This is an optimization exercise on Yosys and OpenROAD, whose aim is small area, a short achievable clock period and few clock cycles per item, not a production implementation.

// des_core
module des_core (
    input  wire        clk_i,
    input  wire        reset_i,
    input  wire        mode_i,
    input  wire        valid_i,
    input  wire        accept_i,
    input  wire [63:0] key_i,
    input  wire [63:0] data_i,
    output wire        accept_o,
    output wire [63:0] data_o_o,
    output wire        valid_o_o
);
    localparam [64*7-1:0] IP_TABLE = {
        7'd58, 7'd50, 7'd42, 7'd34, 7'd26, 7'd18, 7'd10, 7'd2, 7'd60, 7'd52, 7'd44, 7'd36, 7'd28, 7'd20, 7'd12, 7'd4,
        7'd62, 7'd54, 7'd46, 7'd38, 7'd30, 7'd22, 7'd14, 7'd6, 7'd64, 7'd56, 7'd48, 7'd40, 7'd32, 7'd24, 7'd16, 7'd8,
        7'd57, 7'd49, 7'd41, 7'd33, 7'd25, 7'd17, 7'd9, 7'd1, 7'd59, 7'd51, 7'd43, 7'd35, 7'd27, 7'd19, 7'd11, 7'd3,
        7'd61, 7'd53, 7'd45, 7'd37, 7'd29, 7'd21, 7'd13, 7'd5, 7'd63, 7'd55, 7'd47, 7'd39, 7'd31, 7'd23, 7'd15, 7'd7
    };
    localparam [64*7-1:0] FP_TABLE = {
        7'd40, 7'd8, 7'd48, 7'd16, 7'd56, 7'd24, 7'd64, 7'd32, 7'd39, 7'd7, 7'd47, 7'd15, 7'd55, 7'd23, 7'd63, 7'd31,
  ...
Size in the first run: about 130 flip-flops, roughly 200 I/O pins, ~11000 um^2 of cells after synthesis.
clock: 4.8 ns
lec_check: 0
abc_area: 1
cap_margin: 20
core_margin: 2
core_utilization: 40
cts_buf_list: sky130_fd_sc_hd__clkbuf_8
setup_slack_margin: 2.6
slew_margin: 20
standard.sh (not shown) runs the stock make flow with config.mk's settings and CLKGATE_MAP_FILE= SYNTH_SCRIPT=/design/flow/synth_recipe.tcl, a recipe that flattens the netlist after the stock synthesis.
==> flow/flow/run.sh <==
#!/bin/bash
# Standard ORFS layout with three changes:
#  - synthesis maps the logic with ABC script abc_map.script (choice-based
#    mapping with area recovery) instead of ORFS's;
#  - XOR/AND pairs are left to ABC (no half-adder extraction);
#  - ports get plain buffers instead of the resizer's default pick (a delay cell).
# The tools' output goes to standard.log; ORFS's own logs stay under orfs/logs.
set -euo pipefail
here=$(pwd)
{
  echo "proc abc {args} {"
  echo "  set i [lsearch -exact \$args -script]"
  echo "  if {\$i >= 0} { lset args [expr {\$i + 1}] $here/flow/abc_map.script }"
  echo "  yosys abc {*}\$args"
  echo "}"
  cat synth_recipe.tcl
} > my_synth.tcl
bash standard.sh "SYNTH_SCRIPT=$here/my_synth.tcl" "ADDER_MAP_FILE=" \
  "BUFFER_PORTS_ARGS=-buffer_cell sky130_fd_sc_hd__buf_1" finish > standard.log 2>&1
==> flow/flow/abc_map.script <==
strash
dch -f
map
strash
dch -f
map
topo
stime -c
Change:
--- a/flow/design.v
+++ b/flow/design.v
@@ -227,23 +227,24 @@
     reg  [27:0] c_q;        
     reg  [27:0] d_q;
     assign accept_o  = idle || (vld && accept_i);
     assign valid_o_o = vld;
     assign data_o_o  = des_fp({r_q, l_q});
     wire load = valid_i && accept_o;
     wire [31:0] r_new = l_q ^ des_feistel(r_q, des_pc2({c_q, d_q}));
     wire [63:0] ip    = des_ip(data_i);
-    wire        upd   = busy || !vld || accept_i;
-    wire [31:0] l_nx  = busy ? r_q   : ip[63:32];
-    wire [31:0] r_nx  = busy ? r_new : ip[31:0];
-    wire [31:0] upd_v = {32{upd}};
     always @(posedge clk_i) begin
-        l_q <= (l_nx & upd_v) | (l_q & ~upd_v);
-        r_q <= (r_nx & upd_v) | (r_q & ~upd_v);
+        if (busy) begin
+            l_q <= r_q;
+            r_q <= r_new;
+        end else if (!vld || accept_i) begin
+            l_q <= ip[63:32];
+            r_q <= ip[31:0];
+        end
     end
     wire [55:0] cd0 = des_pc1(key_i);
     wire [27:0] c0  = cd0[55:28];
     wire [27:0] d0  = cd0[27:0];
     always @(posedge clk_i) begin
         if (!busy) begin
             if (mode_i) begin
                 c_q <= c0;
What happened: Global-route usage came out lower by 0.44 points. Routed wire length is about the same. Worst hold slack got worse by 0.0050 ns. First-iteration DRC count goes up by 18%.
No run of this note included a check of the RTL's function; only the layout flow was run.

-- re-timing with driven ports --
In the flow no input, the clock included, has a driving cell. The finished layouts below were timed again as built, in two steps. Step 1, drivers: a clkbuf_16 drives clk_i and a buf_2 each remaining input, both assumed. Step 2, shift: input delay + t, output delay - t, t = (earliest + latest rising clock arrival at the registers) / 2. This alone moves slack from input paths to output paths. a / b / c = ideal ports / drivers / drivers and shift; a / b = the first two.
run | shift t [ns] | setup WS [ns] | worst register clock-pin slew, ns | worst data-port slew with drivers (ns)
the first run | 0.504 | 2.463 / 2.421 / 2.136 | 0.10 / 0.10 | 0.08
the second run | 0.512 | 2.458 / 2.410 / 2.316 | 0.10 / 0.10 | 0.06
After both steps every run listed still meets setup and hold. For the first run, which loses most, drivers alone change the setup slack by -0.042 ns; drivers and shift together by -0.327 ns.
